This is an optimization exercise on Yosys and OpenROAD, whose aim is small area and a short achievable clock period, not a production implementation. At most, simulation tests tie the RTL to the original design; equivalence was not proved. No activity file was given, so power comes from the tool's default toggle rates.

==> v18: inputs <==
## sys_matmul_stream
module sys_matmul_stream #(
  parameter int N      = 3,
  parameter int DW     = 8,
  parameter int ACC_W  = 2*DW + $clog2(N),
  parameter int SIGNED = 0
) (
  input  logic             CLK,
  input  logic             rst_n,
  input  logic             vld_in,
  output logic             rdy_in,
  input  logic [DW-1:0]    a,
  input  logic [DW-1:0]    b,
  input  logic             keep,
  output logic             vld_out,
  input  logic             rdy_out,
  output logic [ACC_W-1:0] c,
  output logic             last_out,
  output logic             busy,
  output logic [1:0]       dbg_state
);
Settings: LEC_CHECK=0, CAP_MARGIN=20, CORE_MARGIN=2, CORE_UTILIZATION=40, CTS_CLUSTER_DIAMETER=250, CTS_CLUSTER_SIZE=28, SETUP_SLACK_MARGIN=5, SLEW_MARGIN=20; clock period 8.0 ns.
run.sh (not shown) runs the stock make flow with config.mk's settings and CLKGATE_MAP_FILE= SYNTH_SCRIPT=/design/flow/synth_recipe.tcl, a recipe that flattens the netlist after the stock synthesis.
==> v25 (differences from v18) <==
--- a/flow/design.v
+++ b/flow/design.v
@@ -161,96 +161,96 @@
         r_c[u][2] <= r_c[u][0] + ACC_W'(r_ps[u]) + ACC_W'({r_pc[u], 1'b0});
       end else if (w_pz[u]) begin
         r_c[u][0] <= '0;
       end
   end
 endmodule
 module mul8cs (input logic [7:0] x, input logic [7:0] y, output logic [15:0] s, output logic [15:0] c);
-  wire pp0_0 = ~(x[0] & y[0]);
-  wire pp0_1 = ~(x[0] & y[1]);
-  wire pp0_2 = ~(x[0] & y[2]);
-  wire pp0_3 = ~(x[0] & y[3]);
-  wire pp0_4 = ~(x[0] & y[4]);
-  wire pp0_5 = ~(x[0] & y[5]);
-  wire pp0_6 = ~(x[0] & y[6]);
-  wire pp0_7 = ~(x[0] & y[7]);
-  wire pp1_0 = ~(x[1] & y[0]);
-  wire pp1_1 = ~(x[1] & y[1]);
-  wire pp1_2 = ~(x[1] & y[2]);
-  wire pp1_3 = ~(x[1] & y[3]);
-  wire pp1_4 = ~(x[1] & y[4]);
-  wire pp1_5 = ~(x[1] & y[5]);
-  wire pp1_6 = ~(x[1] & y[6]);
-  wire pp1_7 = ~(x[1] & y[7]);
-  wire pp2_0 = ~(x[2] & y[0]);
-  wire pp2_1 = ~(x[2] & y[1]);
-  wire pp2_2 = ~(x[2] & y[2]);
-  wire pp2_3 = ~(x[2] & y[3]);
-  wire pp2_4 = ~(x[2] & y[4]);
-  wire pp2_5 = ~(x[2] & y[5]);
-  wire pp2_6 = ~(x[2] & y[6]);
-  wire pp2_7 = ~(x[2] & y[7]);
-  wire pp3_0 = ~(x[3] & y[0]);
-  wire pp3_1 = ~(x[3] & y[1]);
-  wire pp3_2 = ~(x[3] & y[2]);
-  wire pp3_3 = ~(x[3] & y[3]);
-  wire pp3_4 = ~(x[3] & y[4]);
-  wire pp3_5 = ~(x[3] & y[5]);
-  wire pp3_6 = ~(x[3] & y[6]);
-  wire pp3_7 = ~(x[3] & y[7]);
-  wire pp4_0 = ~(x[4] & y[0]);
-  wire pp4_1 = ~(x[4] & y[1]);
-  wire pp4_2 = ~(x[4] & y[2]);
-  wire pp4_3 = ~(x[4] & y[3]);
-  wire pp4_4 = ~(x[4] & y[4]);
-  wire pp4_5 = ~(x[4] & y[5]);
-  wire pp4_6 = ~(x[4] & y[6]);
-  wire pp4_7 = ~(x[4] & y[7]);
-  wire pp5_0 = ~(x[5] & y[0]);
-  wire pp5_1 = ~(x[5] & y[1]);
-  wire pp5_2 = ~(x[5] & y[2]);
-  wire pp5_3 = ~(x[5] & y[3]);
-  wire pp5_4 = ~(x[5] & y[4]);
-  wire pp5_5 = ~(x[5] & y[5]);
-  wire pp5_6 = ~(x[5] & y[6]);
-  wire pp5_7 = ~(x[5] & y[7]);
-  wire pp6_0 = ~(x[6] & y[0]);
-  wire pp6_1 = ~(x[6] & y[1]);
-  wire pp6_2 = ~(x[6] & y[2]);
-  wire pp6_3 = ~(x[6] & y[3]);
-  wire pp6_4 = ~(x[6] & y[4]);
-  wire pp6_5 = ~(x[6] & y[5]);
-  wire pp6_6 = ~(x[6] & y[6]);
-  wire pp6_7 = ~(x[6] & y[7]);
-  wire pp7_0 = ~(x[7] & y[0]);
-  wire pp7_1 = ~(x[7] & y[1]);
-  wire pp7_2 = ~(x[7] & y[2]);
-  wire pp7_3 = ~(x[7] & y[3]);
-  wire pp7_4 = ~(x[7] & y[4]);
-  wire pp7_5 = ~(x[7] & y[5]);
-  wire pp7_6 = ~(x[7] & y[6]);
-  wire pp7_7 = ~(x[7] & y[7]);
-  wire hs0 = ~(pp0_6 ^ pp1_5);
-  wire hc0 = pp0_6 | pp1_5;
+  wire pp0_0 = x[0] & y[0];
+  wire pp0_1 = x[0] & y[1];
+  wire pp0_2 = x[0] & y[2];
+  wire pp0_3 = x[0] & y[3];
+  wire pp0_4 = x[0] & y[4];
+  wire pp0_5 = x[0] & y[5];
+  wire pp0_6 = x[0] & y[6];
+  wire pp0_7 = x[0] & y[7];
+  wire pp1_0 = x[1] & y[0];
+  wire pp1_1 = x[1] & y[1];
+  wire pp1_2 = x[1] & y[2];
+  wire pp1_3 = x[1] & y[3];
+  wire pp1_4 = x[1] & y[4];
+  wire pp1_5 = x[1] & y[5];
+  wire pp1_6 = x[1] & y[6];
+  wire pp1_7 = x[1] & y[7];
+  wire pp2_0 = x[2] & y[0];
+  wire pp2_1 = x[2] & y[1];
+  wire pp2_2 = x[2] & y[2];
+  wire pp2_3 = x[2] & y[3];
+  wire pp2_4 = x[2] & y[4];
+  wire pp2_5 = x[2] & y[5];
+  wire pp2_6 = x[2] & y[6];
+  wire pp2_7 = x[2] & y[7];
+  wire pp3_0 = x[3] & y[0];
+  wire pp3_1 = x[3] & y[1];
+  wire pp3_2 = x[3] & y[2];
+  wire pp3_3 = x[3] & y[3];
+  wire pp3_4 = x[3] & y[4];
+  wire pp3_5 = x[3] & y[5];
+  wire pp3_6 = x[3] & y[6];
+  wire pp3_7 = x[3] & y[7];
+  wire pp4_0 = x[4] & y[0];
+  wire pp4_1 = x[4] & y[1];
+  wire pp4_2 = x[4] & y[2];
+  wire pp4_3 = x[4] & y[3];
+  wire pp4_4 = x[4] & y[4];
+  wire pp4_5 = x[4] & y[5];
+  wire pp4_6 = x[4] & y[6];
+  wire pp4_7 = x[4] & y[7];
+  wire pp5_0 = x[5] & y[0];
+  wire pp5_1 = x[5] & y[1];
+  wire pp5_2 = x[5] & y[2];
+  wire pp5_3 = x[5] & y[3];
+  wire pp5_4 = x[5] & y[4];
+  wire pp5_5 = x[5] & y[5];
+  wire pp5_6 = x[5] & y[6];
+  wire pp5_7 = x[5] & y[7];
+  wire pp6_0 = x[6] & y[0];
+  wire pp6_1 = x[6] & y[1];
+  wire pp6_2 = x[6] & y[2];
+  wire pp6_3 = x[6] & y[3];
+  wire pp6_4 = x[6] & y[4];
+  wire pp6_5 = x[6] & y[5];
+  wire pp6_6 = x[6] & y[6];
+  wire pp6_7 = x[6] & y[7];
+  wire pp7_0 = x[7] & y[0];
+  wire pp7_1 = x[7] & y[1];
+  wire pp7_2 = x[7] & y[2];
+  wire pp7_3 = x[7] & y[3];
+  wire pp7_4 = x[7] & y[4];
+  wire pp7_5 = x[7] & y[5];
+  wire pp7_6 = x[7] & y[6];
+  wire pp7_7 = x[7] & y[7];
+  wire hs0 = pp0_6 ^ pp1_5;
+  wire hc0 = pp0_6 & pp1_5;
   wire fs1 = pp0_7 ^ pp1_6 ^ pp2_5;
   wire fc1 = (pp0_7 & pp1_6) | (pp0_7 & pp2_5) | (pp1_6 & pp2_5);
-  wire hs2 = ~(pp3_4 ^ pp4_3);
-  wire hc2 = pp3_4 | pp4_3;
+  wire hs2 = pp3_4 ^ pp4_3;
+  wire hc2 = pp3_4 & pp4_3;
   wire fs3 = pp1_7 ^ pp2_6 ^ pp3_5;
   wire fc3 = (pp1_7 & pp2_6) | (pp1_7 & pp3_5) | (pp2_6 & pp3_5);
-  wire hs4 = ~(pp4_4 ^ pp5_3);
-  wire hc4 = pp4_4 | pp5_3;
+  wire hs4 = pp4_4 ^ pp5_3;
+  wire hc4 = pp4_4 & pp5_3;
   wire fs5 = pp2_7 ^ pp3_6 ^ pp4_5;
   wire fc5 = (pp2_7 & pp3_6) | (pp2_7 & pp4_5) | (pp3_6 & pp4_5);
-  wire hs6 = ~(pp0_4 ^ pp1_3);
-  wire hc6 = pp0_4 | pp1_3;
+  wire hs6 = pp0_4 ^ pp1_3;
+  wire hc6 = pp0_4 & pp1_3;
   wire fs7 = pp0_5 ^ pp1_4 ^ pp2_3;
   wire fc7 = (pp0_5 & pp1_4) | (pp0_5 & pp2_3) | (pp1_4 & pp2_3);
-  wire hs8 = ~(pp3_2 ^ pp4_1);
-  wire hc8 = pp3_2 | pp4_1;
+  wire hs8 = pp3_2 ^ pp4_1;
+  wire hc8 = pp3_2 & pp4_1;
   wire fs9 = hs0 ^ pp2_4 ^ pp3_3;
   wire fc9 = (hs0 & pp2_4) | (hs0 & pp3_3) | (pp2_4 & pp3_3);
   wire fs10 = pp4_2 ^ pp5_1 ^ pp6_0;
   wire fc10 = (pp4_2 & pp5_1) | (pp4_2 & pp6_0) | (pp5_1 & pp6_0);
   wire fs11 = fs1 ^ hs2 ^ pp5_2;
   wire fc11 = (fs1 & hs2) | (fs1 & pp5_2) | (hs2 & pp5_2);
   wire fs12 = pp6_1 ^ pp7_0 ^ hc0;
@@ -265,16 +265,16 @@
   wire fc16 = (pp7_2 & fc3) | (pp7_2 & hc4) | (fc3 & hc4);
   wire fs17 = pp3_7 ^ pp4_6 ^ pp5_5;
   wire fc17 = (pp3_7 & pp4_6) | (pp3_7 & pp5_5) | (pp4_6 & pp5_5);
   wire fs18 = pp6_4 ^ pp7_3 ^ fc5;
   wire fc18 = (pp6_4 & pp7_3) | (pp6_4 & fc5) | (pp7_3 & fc5);
   wire fs19 = pp4_7 ^ pp5_6 ^ pp6_5;
   wire fc19 = (pp4_7 & pp5_6) | (pp4_7 & pp6_5) | (pp5_6 & pp6_5);
-  wire hs20 = ~(pp0_3 ^ pp1_2);
-  wire hc20 = pp0_3 | pp1_2;
+  wire hs20 = pp0_3 ^ pp1_2;
+  wire hc20 = pp0_3 & pp1_2;
   wire fs21 = hs6 ^ pp2_2 ^ pp3_1;
   wire fc21 = (hs6 & pp2_2) | (hs6 & pp3_1) | (pp2_2 & pp3_1);
   wire fs22 = fs7 ^ hs8 ^ pp5_0;
   wire fc22 = (fs7 & hs8) | (fs7 & pp5_0) | (hs8 & pp5_0);
   wire fs23 = fs9 ^ fs10 ^ fc7;
   wire fc23 = (fs9 & fs10) | (fs9 & fc7) | (fs10 & fc7);
   wire fs24 = fs11 ^ fs12 ^ fc9;
@@ -285,16 +285,16 @@
   wire fc26 = (fs15 & fs16) | (fs15 & fc13) | (fs16 & fc13);
   wire fs27 = fs17 ^ fs18 ^ fc15;
   wire fc27 = (fs17 & fs18) | (fs17 & fc15) | (fs18 & fc15);
   wire fs28 = fs19 ^ pp7_4 ^ fc17;
   wire fc28 = (fs19 & pp7_4) | (fs19 & fc17) | (pp7_4 & fc17);
   wire fs29 = pp5_7 ^ pp6_6 ^ pp7_5;
   wire fc29 = (pp5_7 & pp6_6) | (pp5_7 & pp7_5) | (pp6_6 & pp7_5);
-  wire hs30 = ~(pp0_2 ^ pp1_1);
-  wire hc30 = pp0_2 | pp1_1;
+  wire hs30 = pp0_2 ^ pp1_1;
+  wire hc30 = pp0_2 & pp1_1;
   wire fs31 = hs20 ^ pp2_1 ^ pp3_0;
   wire fc31 = (hs20 & pp2_1) | (hs20 & pp3_0) | (pp2_1 & pp3_0);
   wire fs32 = fs21 ^ pp4_0 ^ hc20;
   wire fc32 = (fs21 & pp4_0) | (fs21 & hc20) | (pp4_0 & hc20);
   wire fs33 = fs22 ^ hc6 ^ fc21;
   wire fc33 = (fs22 & hc6) | (fs22 & fc21) | (hc6 & fc21);
   wire fs34 = fs23 ^ hc8 ^ fc22;
@@ -309,40 +309,40 @@
   wire fc38 = (fs27 & fc16) | (fs27 & fc26) | (fc16 & fc26);
   wire fs39 = fs28 ^ fc18 ^ fc27;
   wire fc39 = (fs28 & fc18) | (fs28 & fc27) | (fc18 & fc27);
   wire fs40 = fs29 ^ fc19 ^ fc28;
   wire fc40 = (fs29 & fc19) | (fs29 & fc28) | (fc19 & fc28);
   wire fs41 = pp6_7 ^ pp7_6 ^ fc29;
   wire fc41 = (pp6_7 & pp7_6) | (pp6_7 & fc29) | (pp7_6 & fc29);
-  assign s[0] = ~pp0_0;
+  assign s[0] = pp0_0;
   assign c[0] = 1'b0;
-  assign s[1] = ~pp0_1;
-  assign c[1] = ~pp1_0;
-  assign s[2] = ~hs30;
-  assign c[2] = ~pp2_0;
-  assign s[3] = ~fs31;
-  assign c[3] = ~hc30;
-  assign s[4] = ~fs32;
-  assign c[4] = ~fc31;
-  assign s[5] = ~fs33;
-  assign c[5] = ~fc32;
-  assign s[6] = ~fs34;
-  assign c[6] = ~fc33;
-  assign s[7] = ~fs35;
-  assign c[7] = ~fc34;
-  assign s[8] = ~fs36;
-  assign c[8] = ~fc35;
-  assign s[9] = ~fs37;
-  assign c[9] = ~fc36;
-  assign s[10] = ~fs38;
-  assign c[10] = ~fc37;
-  assign s[11] = ~fs39;
-  assign c[11] = ~fc38;
-  assign s[12] = ~fs40;
-  assign c[12] = ~fc39;
-  assign s[13] = ~fs41;
-  assign c[13] = ~fc40;
-  assign s[14] = ~pp7_7;
-  assign c[14] = ~fc41;
+  assign s[1] = pp0_1;
+  assign c[1] = pp1_0;
+  assign s[2] = hs30;
+  assign c[2] = pp2_0;
+  assign s[3] = fs31;
+  assign c[3] = hc30;
+  assign s[4] = fs32;
+  assign c[4] = fc31;
+  assign s[5] = fs33;
+  assign c[5] = fc32;
+  assign s[6] = fs34;
+  assign c[6] = fc33;
+  assign s[7] = fs35;
+  assign c[7] = fc34;
+  assign s[8] = fs36;
+  assign c[8] = fc35;
+  assign s[9] = fs37;
+  assign c[9] = fc36;
+  assign s[10] = fs38;
+  assign c[10] = fc37;
+  assign s[11] = fs39;
+  assign c[11] = fc38;
+  assign s[12] = fs40;
+  assign c[12] = fc39;
+  assign s[13] = fs41;
+  assign c[13] = fc40;
+  assign s[14] = pp7_7;
+  assign c[14] = fc41;
   assign s[15] = 1'b0;
   assign c[15] = 1'b0;
 endmodule
- GPL_TIMING_DRIVEN: unset -> 0
==> v32 (differences from v18) <==
--- a/flow/design.v
+++ b/flow/design.v
@@ -64,14 +64,15 @@
       r_h1    <= 1'b0;
       r_h1i1  <= 1'b0;
       r_enD   <= 1'b0;
       r_enYZ  <= 1'b0;
       r_wD    <= 3'b001;
       r_wYZ   <= 3'b001;
       r_ld    <= 10'd1;
+      r_cout  <= '0;
     end else begin
       case (r_state)
         S_LOAD:  if (w_in_hs && (r_i == 2'd2)) begin r_state <= S_MAC; r_rdy <= 1'b0; end
         S_MAC:   if (r_j == 2'd2) r_state <= S_DRAIN;
                  else begin r_state <= S_LOAD; r_rdy <= 1'b1; end
         default: if (w_out_hs && r_ld[9]) begin r_state <= S_LOAD; r_rdy <= 1'b1; end
       endcase
@@ -87,14 +88,15 @@
         r_busy <= 1'b1;
         if ((r_i == 2'd0) && (r_j == 2'd0)) r_zero <= 1'b0;
       end
       if (w_mac) r_j <= (r_j == 2'd2) ? 2'd0 : r_j + 2'd1;
       if (w_out_hs && r_ld[9]) r_busy <= 1'b0;
       if (w_ld) begin
         r_ld   <= {r_ld[8:0], r_ld[9]};
+        r_cout <= w_cnext;
       end
     end
   end
   always_ff @(posedge CLK) begin
     if (w_in_hs && (r_i == 2'd0) && (r_j == 2'd0)) r_clr <= !keep || r_zero;
     r_cD1   <= w_in_hs && (r_j == 2'd0) && w_clr_now;
     r_pzD   <= w_in_hs && (r_i == 2'd0) && (r_j == 2'd0) && w_clr_now;
@@ -109,16 +111,14 @@
       r_az <= a;
       r_by <= b;
     end else if (w_mac) begin
       r_az <= r_a[1];
       r_by <= r_b[1];
     end
   end
-  always_ff @(posedge CLK)
-    if (!rst_n || w_ld) r_cout <= w_cnext & {ACC_W{rst_n}};
   logic [2:0] w_ks [3];    
   logic [2:0] w_ps [3];    
   logic [ACC_W-1:0] w_cnext;
   always_comb begin
     w_ks[UD] = {r_ld[8], r_ld[4], r_ld[0]};
     w_ks[UY] = {r_ld[7], r_ld[6], r_ld[3]};
     w_ks[UZ] = {r_ld[5], r_ld[2], r_ld[1]};
==> comparison table <==
quantity                                                               v32             v25             v18
Run status                                                  finished clean  finished clean  finished clean
Multi-input gate share of the layout cell area                      43.52%          40.97%          41.91%
Area taken by flip-flops and latches                             9164 um^2       9333 um^2       9333 um^2
DR vias/cell                                                         5.336           5.319           5.336
Number of nets in the layout                                         1,844           1,796           1,722
Most common cell in the synthesized netlist                        nand2_1        edfxtp_1        edfxtp_1
Number of synthesized flops with an enable pin                         211             229             229
Post-synthesis compound-gate area fraction                          7.291%          9.277%          9.794%
First-pass iteration count of the detailed router                        6               8               8
Routing usage on met2                                               31.59%          31.91%          30.03%
Internal Dissipation                                              3.694 mW        3.665 mW        3.685 mW
Total buffers and inverters traversed by the critical path               2               3               1
IO buf count                                                            44              43              44
Fillers                                                              4,191           4,121           4,102
Floorplan Core Area                                            45,380 um^2     45,190 um^2     45,280 um^2
P per Cell Area                                              278.7 nW/um^2   283.8 nW/um^2   283.7 nW/um^2
Function not checked in v18 and v32: the RTL went through the layout flow alone.

-- port drivers added, routing unchanged --
The results above use ideal ports. As a check the final layouts listed here were re-extracted and re-timed, cells and wires unchanged. Step 1: set_driving_cell puts a clkbuf_16 on CLK and a buf_2 on each other input, an assumption about the parent block. Step 2 moves the port delays by t, midway between the first and last clock arrival at a register: inputs arrive t later, outputs are due t later. That takes back most of the time a late clock gives input paths. a / b / c = ideal ports / drivers / drivers and shift; a / b = the first two.
run | shift t [ns] | setup slack, ns | latest minus earliest clock arrival (ns) | worst slew at a driven data input, ns
v18 | 0.583 | 5.048 / 5.048 / 4.567 | 0.022 / 0.021 | 0.06
v25 | 0.575 | 4.984 / 4.984 / 4.527 | 0.027 / 0.027 | 0.05
v32 | 0.579 | 4.923 / 4.923 / 4.400 | 0.021 / 0.020 | 0.05
After both steps every run listed still meets setup and hold. The setup slack of v32, which loses most, moves by 0.000 ns with the drivers and by -0.523 ns with both steps.
